Background: an optimization exercise with open tools, aiming at small area. Do not read the settings as production practice.
Only simulation tests tie the RTL to the original design; equivalence was not proved.
No driver is modelled on the clock port, so clocking that relies on it looks cheaper here than on a real chip.
No activity file was given, so power comes from the tool's default toggle rates.

## uart_monitor_top
module uart_monitor_top #(
    parameter int CLK_BITS  = 10,
    parameter int STOP_BITS = 1
) (
    input  logic                    clk,
    input  logic                    rst,
    input  logic [CLK_BITS - 1 : 0] clk_per_bit,
    input  logic                    uart_rx,
    output logic                    uart_tx
);
    monitor_pkg::word_t mem_wdata;
    logic               mem_we;
    monitor_pkg::word_t mem_head;
    command_monitor command_monitor_i (
        .clk        (clk),
        .rst        (rst),
        .clk_per_bit(clk_per_bit),
        .rxd        (uart_rx),
        .txd        (uart_tx),
        .mem_wdata  (mem_wdata),
        .mem_we     (mem_we),
        .mem_head   (mem_head)
    );
    monitor_ram monitor_ram_i (
        .clk  (clk),
        .wdata(mem_wdata),
        .we   (mem_we),
        .head (mem_head)
    );
endmodule
clock: 10.0 ns
lec_check: 0
cap_margin: 40
core_margin: 2
core_utilization: 60
cts_buf_list: sky130_fd_sc_hd__clkbuf_8
cts_cluster_diameter: 40
cts_cluster_size: 20
slew_margin: 30
standard.sh (not shown) runs the stock make flow with config.mk's settings and CLKGATE_MAP_FILE= SYNTH_SCRIPT=/design/flow/synth_recipe.tcl, a recipe that flattens the netlist after the stock synthesis.
==> flow/flow/run.sh <==
#!/bin/bash
export CTS_ARGS="-sink_clustering_enable -repair_clock_nets -sink_clustering_size 12 -sink_clustering_max_diameter 60 -buf_list sky130_fd_sc_hd__clkbuf_4 -dont_use_dummy_load"
export BUFFER_PORTS_ARGS="-buffer_cell sky130_fd_sc_hd__buf_1"
bash standard.sh > standard.log 2>&1
Rerun with:
==> flow/flow/run.sh (replaced) <==
#!/bin/bash
# The standard layout (standard.sh) with two changes to clock tree
# synthesis: no dummy loads, and flow/post_cts.tcl upsizes clock buffers
# whose loads would see too high a slew. ORFS output goes to standard.log.
export CTS_ARGS="-sink_clustering_enable -repair_clock_nets -sink_clustering_size 14 -sink_clustering_max_diameter 35 -buf_list sky130_fd_sc_hd__clkbuf_4 -dont_use_dummy_load"
export POST_CTS_TCL="$PWD/flow/post_cts.tcl"
bash standard.sh > standard.log 2>&1
==> flow/flow/post_cts.tcl (new file) <==
set target 0.118
set bigger [dict create \
  sky130_fd_sc_hd__clkbuf_1 sky130_fd_sc_hd__clkbuf_2 \
  sky130_fd_sc_hd__clkbuf_2 sky130_fd_sc_hd__clkbuf_4 \
  sky130_fd_sc_hd__clkbuf_4 sky130_fd_sc_hd__clkbuf_8 \
  sky130_fd_sc_hd__clkbuf_8 sky130_fd_sc_hd__clkbuf_16]
for {set iter 0} {$iter < 4} {incr iter} {
  estimate_parasitics -placement
  set fixed 0
  foreach inst [get_cells *] {
    set ref [get_property $inst ref_name]
    if {![dict exists $bigger $ref]} continue
    set w 0
    foreach opin [get_pins -of_objects $inst -filter "direction == output"] {
      foreach net [get_nets -of_objects $opin] {
        foreach p [get_pins -of_objects $net -filter "direction == input"] {
          set s [get_property $p slew_max]
          if {$s > $w} {set w $s}
        }
      }
    }
    if {$w > $target} {
      replace_cell $inst [dict get $bigger $ref]
      incr fixed
    }
  }
  puts "post_cts: iteration $iter upsized $fixed clock buffers"
  if {$fixed == 0} break
  detailed_placement
}
estimate_parasitics -placement
Result:
- fmax fell by 2.5%
- routed wire length rises by 0.97%
- sequential power barely changes
- via count falls by 0.79%
- sequential share of layout area came out lower by 1.7 points

Starting RTL as in the previous note.
Design uart_monitor_top, start of the top module:
module uart_monitor_top #(
    parameter int CLK_BITS  = 10,
    parameter int STOP_BITS = 1
) (
    input  logic                    clk,
    input  logic                    rst,
    input  logic [CLK_BITS - 1 : 0] clk_per_bit,
    input  logic                    uart_rx,
    output logic                    uart_tx
);
export LEC_CHECK = 0
export CAP_MARGIN = 40
export CORE_MARGIN = 2
export CORE_UTILIZATION = 60
export CTS_BUF_LIST = sky130_fd_sc_hd__clkbuf_8
export CTS_CLUSTER_DIAMETER = 40
export CTS_CLUSTER_SIZE = 20
export SLEW_MARGIN = 30
create_clock -name core_clock -period 10.0 [get_ports {clk}]
==> flow/flow/run.sh <==
#!/bin/bash
# The standard layout (standard.sh) with two changes:
# - clock tree synthesis: leaf clusters of at most 12 flip-flops within 40 um,
#   driven by clkbuf_4, and no dummy loads;
# - port buffers are buf_1.
# All ORFS output goes to standard.log in this folder.
export CTS_ARGS="-sink_clustering_enable -repair_clock_nets -sink_clustering_size 12 -sink_clustering_max_diameter 40 -buf_list sky130_fd_sc_hd__clkbuf_4 -dont_use_dummy_load"
export BUFFER_PORTS_ARGS="-buffer_cell sky130_fd_sc_hd__buf_1"
bash standard.sh > standard.log 2>&1
Next try:
==> flow/flow/run.sh (replaced) <==
#!/bin/bash
export CTS_ARGS="-sink_clustering_enable -repair_clock_nets -sink_clustering_size 12 -sink_clustering_max_diameter 30 -buf_list sky130_fd_sc_hd__clkbuf_4 -dont_use_dummy_load"
bash standard.sh > standard.log 2>&1
=> Register-to-register slack improved by 20 ps. Cell count went up by about 1%. Total power went up by about 1.6%. Final area went up by about 0.7%. Area after synthesis does not change. Setup slack got worse by 380 ps. Die area is unchanged. Clock power went up by about 6%. Clock skew went up by 35 ps. Via count went up by about 0.8%. Hold slack got worse by 21 ps.
Next try:
==> flow/flow/run.sh (replaced) <==
#!/bin/bash
export CTS_ARGS="-sink_clustering_enable -repair_clock_nets -sink_clustering_size 13 -sink_clustering_max_diameter 30 -buf_list sky130_fd_sc_hd__clkbuf_4 -dont_use_dummy_load"
export BUFFER_PORTS_ARGS="-buffer_cell sky130_fd_sc_hd__buf_1"
bash standard.sh > standard.log 2>&1
Effect: Cell area goes down slightly. Die area is unchanged. Global-route usage is lower by 0.15 points.
Next try:
==> flow/flow/run.sh (replaced) <==
#!/bin/bash
# The standard layout (standard.sh) with two changes to clock tree
# synthesis: no dummy loads, and flow/post_cts.tcl upsizes clock buffers
# whose loads would see too high a slew. ORFS output goes to standard.log.
export CTS_ARGS="-sink_clustering_enable -repair_clock_nets -sink_clustering_size 16 -sink_clustering_max_diameter 40 -buf_list sky130_fd_sc_hd__clkbuf_4 -dont_use_dummy_load"
export POST_CTS_TCL="$PWD/flow/post_cts.tcl"
bash standard.sh > standard.log 2>&1
==> flow/flow/post_cts.tcl (new file) <==
set target 0.118
set bigger [dict create \
  sky130_fd_sc_hd__clkbuf_1 sky130_fd_sc_hd__clkbuf_2 \
  sky130_fd_sc_hd__clkbuf_2 sky130_fd_sc_hd__clkbuf_4 \
  sky130_fd_sc_hd__clkbuf_4 sky130_fd_sc_hd__clkbuf_8 \
  sky130_fd_sc_hd__clkbuf_8 sky130_fd_sc_hd__clkbuf_16]
for {set iter 0} {$iter < 4} {incr iter} {
  estimate_parasitics -placement
  set fixed 0
  foreach inst [get_cells *] {
    set ref [get_property $inst ref_name]
    if {![dict exists $bigger $ref]} continue
    set w 0
    foreach opin [get_pins -of_objects $inst -filter "direction == output"] {
      foreach net [get_nets -of_objects $opin] {
        foreach p [get_pins -of_objects $net -filter "direction == input"] {
          set s [get_property $p slew_max]
          if {$s > $w} {set w $s}
        }
      }
    }
    if {$w > $target} {
      replace_cell $inst [dict get $bigger $ref]
      incr fixed
    }
  }
  puts "post_cts: iteration $iter upsized $fixed clock buffers"
  if {$fixed == 0} break
  detailed_placement
}
estimate_parasitics -placement
Via count went down by 3.4%.
Cell count is lower by 1.7%.
Power rose by 4.1%.
Routed wire length came out higher by 0.90%.
Clock-buffer cell count shrinks by 58.
Hold slack is better by 24 ps.
Clock skew shrinks by 22 ps.
Cell area increases by 1.3%.
Die area is unchanged.
Next try:
==> flow/flow/run.sh (replaced) <==
#!/bin/bash
# The standard layout (standard.sh) with two changes:
# - clock tree synthesis: leaf clusters of at most 12 flip-flops within 40 um,
#   driven by clkbuf_4, and no dummy loads;
# - port buffers are buf_1.
# All ORFS output goes to standard.log in this folder.
export CTS_ARGS="-sink_clustering_enable -repair_clock_nets -sink_clustering_size 13 -sink_clustering_max_diameter 40 -buf_list sky130_fd_sc_hd__clkbuf_4 -dont_use_dummy_load"
export BUFFER_PORTS_ARGS="-buffer_cell sky130_fd_sc_hd__buf_1"
bash standard.sh > standard.log 2>&1
- CTS_BUF_LIST: sky130_fd_sc_hd__clkbuf_8 -> not set
- CTS_CLUSTER_DIAMETER: 40 -> not set
- CTS_CLUSTER_SIZE: 20 -> not set
- PLACE_DENSITY: not set -> 0.7
removed: flow/flow/post_cts.tcl
The changed run finished with timing, DRC and antenna clean. Cell area goes down by 1.8%. Global-route usage goes up by 0.23 points. Final cell count goes up by about 0.7%. Area after synthesis stays the same. Die area stays the same. Synthesized cell count does not change.
Next try:
==> flow/flow/run.sh (replaced) <==
#!/bin/bash
export CTS_ARGS="-sink_clustering_enable -repair_clock_nets -sink_clustering_size 16 -sink_clustering_max_diameter 40 -buf_list {sky130_fd_sc_hd__clkbuf_4 sky130_fd_sc_hd__clkbuf_8} -dont_use_dummy_load"
export BUFFER_PORTS_ARGS="-buffer_cell sky130_fd_sc_hd__buf_1"
bash standard.sh > standard.log 2>&1
- CTS_BUF_LIST: not set -> sky130_fd_sc_hd__clkbuf_8
- CTS_CLUSTER_DIAMETER: not set -> 40
- CTS_CLUSTER_SIZE: not set -> 20
- PLACE_DENSITY: 0.7 -> not set
Core utilization grows by 1.2 points.
Hold slack improves by 45 ps.
Wire length shrinks slightly.
Setup slack improves by 150 ps.
Cell count shrinks slightly.
Count of clock-buffer cells in the layout shrinks by 26.
Cell area grows slightly.
Die area is unchanged.

afterwards: timing with drivers on the ports:
No port has a modelled driver above. Below, the same layouts with a new extraction and two added sets of constraints. Step 1, drivers: a clkbuf_16 drives clk and a buf_2 each remaining input, both assumed. Step 2 moves the port delays by t, midway between the first and last clock arrival at a register: inputs arrive t later, outputs are due t later. That takes back most of the time a late clock gives input paths. a / b / c = ideal ports / drivers / drivers and shift; a / b = the first two.
run	t, ns	slack for setup (ns)	worst setup path after step 2
the first run of note 1	1.028	6.411 / 6.350 / 5.978	input to register
the second run of note 1	0.736	6.318 / 6.255 / 5.580	input to register
the first run of note 2	1.018	6.426 / 6.367 / 5.951	input to register
the second run of note 2	1.026	6.049 / 5.988 / 5.562	input to register
the third run of note 2	1.034	6.399 / 6.339 / 5.962	input to register
the fourth run of note 2	0.726	6.287 / 6.224 / 5.567	input to register
the fifth run of note 2	0.995	6.528 / 6.472 / 6.117	input to register
the sixth run of note 2	0.801	6.674 / 6.615 / 5.952	input to register
After both steps setup and hold are still met in every run listed. The setup slack of the second run of note 1, which loses most, moves by -0.063 ns with the drivers and by -0.738 ns with both steps.
